From an optimization exercise on the open Yosys and OpenROAD flow, aimed at small area and a short achievable clock period; shortcuts taken in it are not production practice. The RTL was checked by simulation tests, not by an equivalence proof against the original design. Power figures rest on the tool's default switching activity, not on a simulated workload.

// sb_top
module sb_top (
    input  logic        clk,
    input  logic        rst,
    input  logic        inst_valid,
    input  logic [31:0] inst,
    input  logic [3:0]  fu_done,      
    output logic        issue_ok,
    output logic [18:0] read,
    output logic [8:0]  wb
);
clock: 5.5 ns
lec_check: 0
cap_margin: 20
core_margin: 2
core_utilization: 40
setup_slack_margin: 2.0
slew_margin: 20
standard.sh (not shown) runs the stock make flow with config.mk's settings and CLKGATE_MAP_FILE= SYNTH_SCRIPT=/design/flow/synth_recipe.tcl, a recipe that flattens the netlist after the stock synthesis.
==> flow/flow/run.sh <==
#!/bin/bash
set -euo pipefail
P=sky130_fd_sc_hd__
DU=""
for c in probe_p_8 probec_p_8 lpflow_bleeder_1 \
         lpflow_clkbufkapwr_1 lpflow_clkbufkapwr_16 lpflow_clkbufkapwr_2 lpflow_clkbufkapwr_4 lpflow_clkbufkapwr_8 \
         lpflow_clkinvkapwr_1 lpflow_clkinvkapwr_16 lpflow_clkinvkapwr_2 lpflow_clkinvkapwr_4 lpflow_clkinvkapwr_8 \
         lpflow_decapkapwr_12 lpflow_decapkapwr_3 lpflow_decapkapwr_4 lpflow_decapkapwr_6 lpflow_decapkapwr_8 \
         lpflow_inputiso0n_1 lpflow_inputiso0p_1 lpflow_inputiso1n_1 lpflow_inputiso1p_1 lpflow_inputisolatch_1 \
         lpflow_isobufsrc_1 lpflow_isobufsrc_16 lpflow_isobufsrc_2 lpflow_isobufsrc_4 lpflow_isobufsrc_8 \
         lpflow_isobufsrckapwr_16 lpflow_lsbuf_lh_hl_isowell_tap_1 lpflow_lsbuf_lh_hl_isowell_tap_2 \
         lpflow_lsbuf_lh_hl_isowell_tap_4 lpflow_lsbuf_lh_isowell_4 lpflow_lsbuf_lh_isowell_tap_1 \
         lpflow_lsbuf_lh_isowell_tap_2 lpflow_lsbuf_lh_isowell_tap_4 \
         or3_1 or3_2 or3_4 or3b_1 or3b_2 or3b_4 or4_1 or4_2 or4_4 or4b_1 or4b_2 or4b_4 \
         or4bb_1 or4bb_2 or4bb_4 o41a_1 o41a_2 o41a_4 o41ai_1 o41ai_2 o41ai_4 \
         a2111o_1 a2111o_2 a2111o_4 a2111oi_0 a2111oi_1 a2111oi_2 a2111oi_4 \
         o2111a_1 o2111a_2 o2111a_4 o2111ai_1 o2111ai_2 o2111ai_4 a41o_1 a41o_2 a41o_4 \
         nor4_1 nor4_2 nor4_4 nor4b_1 nor4b_2 nor4b_4 nor4bb_1 nor4bb_2 nor4bb_4 a222oi_1; do
  DU="$DU $P$c"
done
DU="${DU# }"
BP="-buffer_cell ${P}buf_2"
CTS="-sink_clustering_enable -repair_clock_nets -tree_buf ${P}clkbuf_4 -buf_list {${P}clkbuf_4} -root_buf ${P}clkbuf_8 -sink_clustering_buffer ${P}clkbuf_4"
bash standard.sh DONT_USE_CELLS="$DU" BUFFER_PORTS_ARGS="$BP" CTS_ARGS="$CTS" finish > standard.log 2>&1
Edit:
--- a/flow/flow/run.sh
+++ b/flow/flow/run.sh
@@ -22,3 +22,3 @@
 BP="-buffer_cell ${P}buf_2"
-CTS="-sink_clustering_enable -repair_clock_nets -tree_buf ${P}clkbuf_4 -buf_list {${P}clkbuf_4} -root_buf ${P}clkbuf_8 -sink_clustering_buffer ${P}clkbuf_4"
+CTS="-sink_clustering_enable -repair_clock_nets -tree_buf ${P}clkbuf_8 -buf_list {${P}clkbuf_8} -root_buf ${P}clkbuf_16 -sink_clustering_buffer ${P}clkbuf_8"
 bash standard.sh DONT_USE_CELLS="$DU" BUFFER_PORTS_ARGS="$BP" CTS_ARGS="$CTS" finish > standard.log 2>&1
- CORE_UTILIZATION: 40 -> 50
=> Clock-buffer cell count stays the same. Cell area is higher by 2.1%. Combinational power is higher by about 4%. Setup slack gets better by 59 ps. Global-route usage is higher by 4.7 points.
Edit:
==> flow/flow/run.sh (replaced) <==
#!/bin/bash
# The standard layout (standard.sh, unchanged synthesis and steps), except that
# the port buffers are plain buffers (buf_2) instead of the delay cells that
# buffer_ports picks by default; the resizer still sizes them as timing needs.
set -euo pipefail
export BUFFER_PORTS_ARGS="-buffer_cell sky130_fd_sc_hd__buf_2"
bash standard.sh BUFFER_PORTS_ARGS="$BUFFER_PORTS_ARGS" finish > standard.log 2>&1
- CORE_UTILIZATION: 50 -> 40
The new run completed with no timing, DRC or antenna violations.
Maximum frequency shrinks by about 10%.
Non-clock buffer count grows by 11.
Sequential share of layout area grows by 0.53 points.
Core utilization shrinks by 11 points.
Setup slack loses 390 ps.
Via count grows by 2.9%.
Edit:
==> flow/flow/run.sh (replaced) <==
#!/bin/bash
set -euo pipefail
P=sky130_fd_sc_hd__
DU=""
for c in probe_p_8 probec_p_8 lpflow_bleeder_1 \
         lpflow_clkbufkapwr_1 lpflow_clkbufkapwr_16 lpflow_clkbufkapwr_2 lpflow_clkbufkapwr_4 lpflow_clkbufkapwr_8 \
         lpflow_clkinvkapwr_1 lpflow_clkinvkapwr_16 lpflow_clkinvkapwr_2 lpflow_clkinvkapwr_4 lpflow_clkinvkapwr_8 \
         lpflow_decapkapwr_12 lpflow_decapkapwr_3 lpflow_decapkapwr_4 lpflow_decapkapwr_6 lpflow_decapkapwr_8 \
         lpflow_inputiso0n_1 lpflow_inputiso0p_1 lpflow_inputiso1n_1 lpflow_inputiso1p_1 lpflow_inputisolatch_1 \
         lpflow_isobufsrc_1 lpflow_isobufsrc_16 lpflow_isobufsrc_2 lpflow_isobufsrc_4 lpflow_isobufsrc_8 \
         lpflow_isobufsrckapwr_16 lpflow_lsbuf_lh_hl_isowell_tap_1 lpflow_lsbuf_lh_hl_isowell_tap_2 \
         lpflow_lsbuf_lh_hl_isowell_tap_4 lpflow_lsbuf_lh_isowell_4 lpflow_lsbuf_lh_isowell_tap_1 \
         lpflow_lsbuf_lh_isowell_tap_2 lpflow_lsbuf_lh_isowell_tap_4 \
         or3_1 or3_2 or3_4 or3b_1 or3b_2 or3b_4 or4_1 or4_2 or4_4 or4b_1 or4b_2 or4b_4 \
         or4bb_1 or4bb_2 or4bb_4 o41a_1 o41a_2 o41a_4 o41ai_1 o41ai_2 o41ai_4 \
         a2111o_1 a2111o_2 a2111o_4 a2111oi_0 a2111oi_1 a2111oi_2 a2111oi_4 \
         o2111a_1 o2111a_2 o2111a_4 o2111ai_1 o2111ai_2 o2111ai_4 a41o_1 a41o_2 a41o_4 \
         nor4_1 nor4_2 nor4_4 nor4b_1 nor4b_2 nor4b_4 nor4bb_1 nor4bb_2 nor4bb_4 a222oi_1; do
  DU="$DU $P$c"
done
DU="${DU# }"
BP="-buffer_cell ${P}buf_2"
CTS="-sink_clustering_enable -repair_clock_nets -tree_buf ${P}clkbuf_8 -buf_list {${P}clkbuf_8} -root_buf ${P}clkbuf_16 -sink_clustering_buffer ${P}clkbuf_8"
bash standard.sh DONT_USE_CELLS="$DU" BUFFER_PORTS_ARGS="$BP" CTS_ARGS="$CTS" finish > standard.log 2>&1
- GPL_ROUTABILITY_DRIVEN: unset -> 0
Global-route usage climbs by 0.40 points.
Area after synthesis climbs by a few percent.
Via count drops slightly.
Power drops by a little under a tenth.
Hold slack gets worse by 9.9 ps.
Non-clock buffer count drops by 13.
Register-to-register slack gets better by 160 ps.
Wire length climbs slightly.

oak:
sb_top again, from the RTL that the note above started with.
Settings: LEC_CHECK=0, CAP_MARGIN=20, CORE_MARGIN=2, CORE_UTILIZATION=40, SETUP_SLACK_MARGIN=2.1, SLEW_MARGIN=20; clock period 5.5 ns.
==> flow/flow/run.sh <==
#!/bin/bash
set -euo pipefail
P=sky130_fd_sc_hd__
DU=""
for c in probe_p_8 probec_p_8 lpflow_bleeder_1 \
         lpflow_clkbufkapwr_1 lpflow_clkbufkapwr_16 lpflow_clkbufkapwr_2 lpflow_clkbufkapwr_4 lpflow_clkbufkapwr_8 \
         lpflow_clkinvkapwr_1 lpflow_clkinvkapwr_16 lpflow_clkinvkapwr_2 lpflow_clkinvkapwr_4 lpflow_clkinvkapwr_8 \
         lpflow_decapkapwr_12 lpflow_decapkapwr_3 lpflow_decapkapwr_4 lpflow_decapkapwr_6 lpflow_decapkapwr_8 \
         lpflow_inputiso0n_1 lpflow_inputiso0p_1 lpflow_inputiso1n_1 lpflow_inputiso1p_1 lpflow_inputisolatch_1 \
         lpflow_isobufsrc_1 lpflow_isobufsrc_16 lpflow_isobufsrc_2 lpflow_isobufsrc_4 lpflow_isobufsrc_8 \
         lpflow_isobufsrckapwr_16 lpflow_lsbuf_lh_hl_isowell_tap_1 lpflow_lsbuf_lh_hl_isowell_tap_2 \
         lpflow_lsbuf_lh_hl_isowell_tap_4 lpflow_lsbuf_lh_isowell_4 lpflow_lsbuf_lh_isowell_tap_1 \
         lpflow_lsbuf_lh_isowell_tap_2 lpflow_lsbuf_lh_isowell_tap_4 \
         or3_1 or3_2 or3_4 or3b_1 or3b_2 or3b_4 or4_1 or4_2 or4_4 or4b_1 or4b_2 or4b_4 \
         or4bb_1 or4bb_2 or4bb_4 o41a_1 o41a_2 o41a_4 o41ai_1 o41ai_2 o41ai_4 \
         a2111o_1 a2111o_2 a2111o_4 a2111oi_0 a2111oi_1 a2111oi_2 a2111oi_4 \
         o2111a_1 o2111a_2 o2111a_4 o2111ai_1 o2111ai_2 o2111ai_4 a41o_1 a41o_2 a41o_4 \
         nor4_1 nor4_2 nor4_4 nor4b_1 nor4b_2 nor4b_4 nor4bb_1 nor4bb_2 nor4bb_4 a222oi_1; do
  DU="$DU $P$c"
done
DU="${DU# }"
BP="-buffer_cell ${P}buf_2"
CTS="-sink_clustering_enable -repair_clock_nets -tree_buf ${P}clkbuf_8 -buf_list {${P}clkbuf_8} -root_buf ${P}clkbuf_16 -sink_clustering_buffer ${P}clkbuf_8"
bash standard.sh DONT_USE_CELLS="$DU" BUFFER_PORTS_ARGS="$BP" CTS_ARGS="$CTS" finish > standard.log 2>&1
Here is what was changed in the inputs of pine compared with oak.
- changing SETUP_SLACK_MARGIN from 2.1 to 2.0
-- flow/flow/run.sh --
<<< oak, line 17
         o2111a_1 o2111a_2 o2111a_4 o2111ai_1 o2111ai_2 o2111ai_4 a41o_1 a41o_2 a41o_4 \
         nor4_1 nor4_2 nor4_4 nor4b_1 nor4b_2 nor4b_4 nor4bb_1 nor4bb_2 nor4bb_4 a222oi_1; do
>>> pine, line 17
         o2111a_1 o2111a_2 o2111a_4 o2111ai_1 o2111ai_2 o2111ai_4 a41o_1 a41o_2 a41o_4; do
<<< oak, line 23
CTS="-sink_clustering_enable -repair_clock_nets -tree_buf ${P}clkbuf_8 -buf_list {${P}clkbuf_8} -root_buf ${P}clkbuf_16 -sink_clustering_buffer ${P}clkbuf_8"
>>> pine, line 22
CTS="-sink_clustering_enable -repair_clock_nets -tree_buf ${P}clkbuf_4 -buf_list {${P}clkbuf_4} -root_buf ${P}clkbuf_8 -sink_clustering_buffer ${P}clkbuf_4"
Notes after the runs:
- pine has completed all stages; timing, DRC and antenna checks passed.
- Status: mean cell area of the mapped netlist parity (oak, pine)
- Between pine and oak, the total number of multi-input combinational cells is lower for pine.
- [diff] synthesized area, pine relative to oak: improvement
- In pine, the number of gates resized after CTS came out 27% below the value in oak.
- pine vs. oak: arrival time of data at the critical path endpoint has increased, cell area has decreased, fraction of layout cells with a size suffix above 1 has increased.
- pine against oak: power after layout decreased by about 13% relative to the old numbers; routed via count divided by cell count up about 4%; total length of routed wires shows no meaningful change; sequential share of layout area now sits higher.
Setup changes, pine to birch
-- flow/flow/run.sh --
<<< pine, line 17
         o2111a_1 o2111a_2 o2111a_4 o2111ai_1 o2111ai_2 o2111ai_4 a41o_1 a41o_2 a41o_4; do
>>> birch, line 17
         o2111a_1 o2111a_2 o2111a_4 o2111ai_1 o2111ai_2 o2111ai_4 a41o_1 a41o_2 a41o_4 \
         nor4_1 nor4_2 nor4_4 nor4b_1 nor4b_2 nor4b_4 nor4bb_1 nor4bb_2 nor4bb_4 a222oi_1; do
<<< pine, line 22
CTS="-sink_clustering_enable -repair_clock_nets -tree_buf ${P}clkbuf_4 -buf_list {${P}clkbuf_4} -root_buf ${P}clkbuf_8 -sink_clustering_buffer ${P}clkbuf_4"
>>> birch, line 23
CTS="-sink_clustering_enable -repair_clock_nets -tree_buf ${P}clkbuf_8 -buf_list {${P}clkbuf_8} -root_buf ${P}clkbuf_16 -sink_clustering_buffer ${P}clkbuf_8"
--- outcome ---
birch against pine: sequential portion of the cell area about even; wire length on met3 fell 21%; ratio of cells with drive above 1 in the final layout fell 2.4 points; final period utilization fell 0.38 points. Taking pine as the reference, in birch power after layout grew by about 14%; internal power contribution has increased; number of library cell types mapped by synthesis now larger. pine vs birch, slowest cell on the critical path: nor4_2 vs a311oi_2.
### birch -> maple
-- flow/flow/run.sh --
<<< birch, line 18
         nor4_1 nor4_2 nor4_4 nor4b_1 nor4b_2 nor4b_4 nor4bb_1 nor4bb_2 nor4bb_4 a222oi_1; do
>>> maple, line 18
         nor4_1 nor4_2 nor4_4 nor4b_1 nor4b_2 nor4b_4 nor4bb_1 nor4bb_2 nor4bb_4 a222oi_1 \
         a311o_1 a311o_2 a311o_4 a311oi_1 a311oi_2 a311oi_4 o311a_1 o311a_2 o311a_4 \
         o311ai_0 o311ai_1 o311ai_2 o311ai_4 and4b_1 and4b_2 and4b_4 and4bb_1 and4bb_2 and4bb_4 \
         and4_1 and4_2 and4_4 a221o_1 a221o_2 a221o_4 o221a_1 o221a_2 o221a_4 a31o_1 a31o_2 a31o_4 \
         a32o_1 a32o_2 a32o_4 o31a_1 o31a_2 o31a_4 o32a_1 o32a_2 o32a_4; do
Notes after the runs:
- maple vs. birch: total global-route track usage fell 0.53 points, placeable core area now sits lower, final cycle utilization of the critical path decreased by 0.23 points relative to the old numbers.
- maple went all the way through the flow, and no timing, DRC or antenna check failed.

re-timing with driven ports:
The results above use ideal ports. As a check the final layouts listed here were re-extracted and re-timed, cells and wires unchanged.
Step 1 (the two cells are an assumption about what drives the block):
set clk [get_ports {clk}]
set_driving_cell -lib_cell sky130_fd_sc_hd__clkbuf_16 $clk
set_driving_cell -lib_cell sky130_fd_sc_hd__buf_2 [delete_from_list [all_inputs] $clk]
Step 2, shift: input delay + t, output delay - t, t = (earliest + latest rising clock arrival at the registers) / 2. This alone moves slack from input paths to output paths.
Three values: ideal ports, drivers, drivers and shift; two values: the first two.
run	shift t [ns]	slack for setup (ns)	clock arrival spread, ns
the first run of note 1	0.432	1.941 / 1.903 / 1.903	0.019 / 0.020
the second run of note 1	0.398	2.001 / 1.941 / 1.941	0.012 / 0.012
the third run of note 1	0.400	1.611 / 1.580 / 1.580	0.009 / 0.009
the fourth run of note 1	0.403	1.947 / 1.911 / 1.911	0.010 / 0.009
oak	0.404	1.982 / 1.945 / 1.945	0.013 / 0.013
pine	0.423	1.937 / 1.896 / 1.896	0.017 / 0.017
birch	0.404	1.959 / 1.925 / 1.925	0.013 / 0.013
maple	0.398	1.971 / 1.938 / 1.938	0.015 / 0.014
After both steps setup and hold are still met in every run listed. The setup slack of the second run of note 1, which loses most, moves by -0.060 ns with the drivers and by -0.060 ns with both steps.
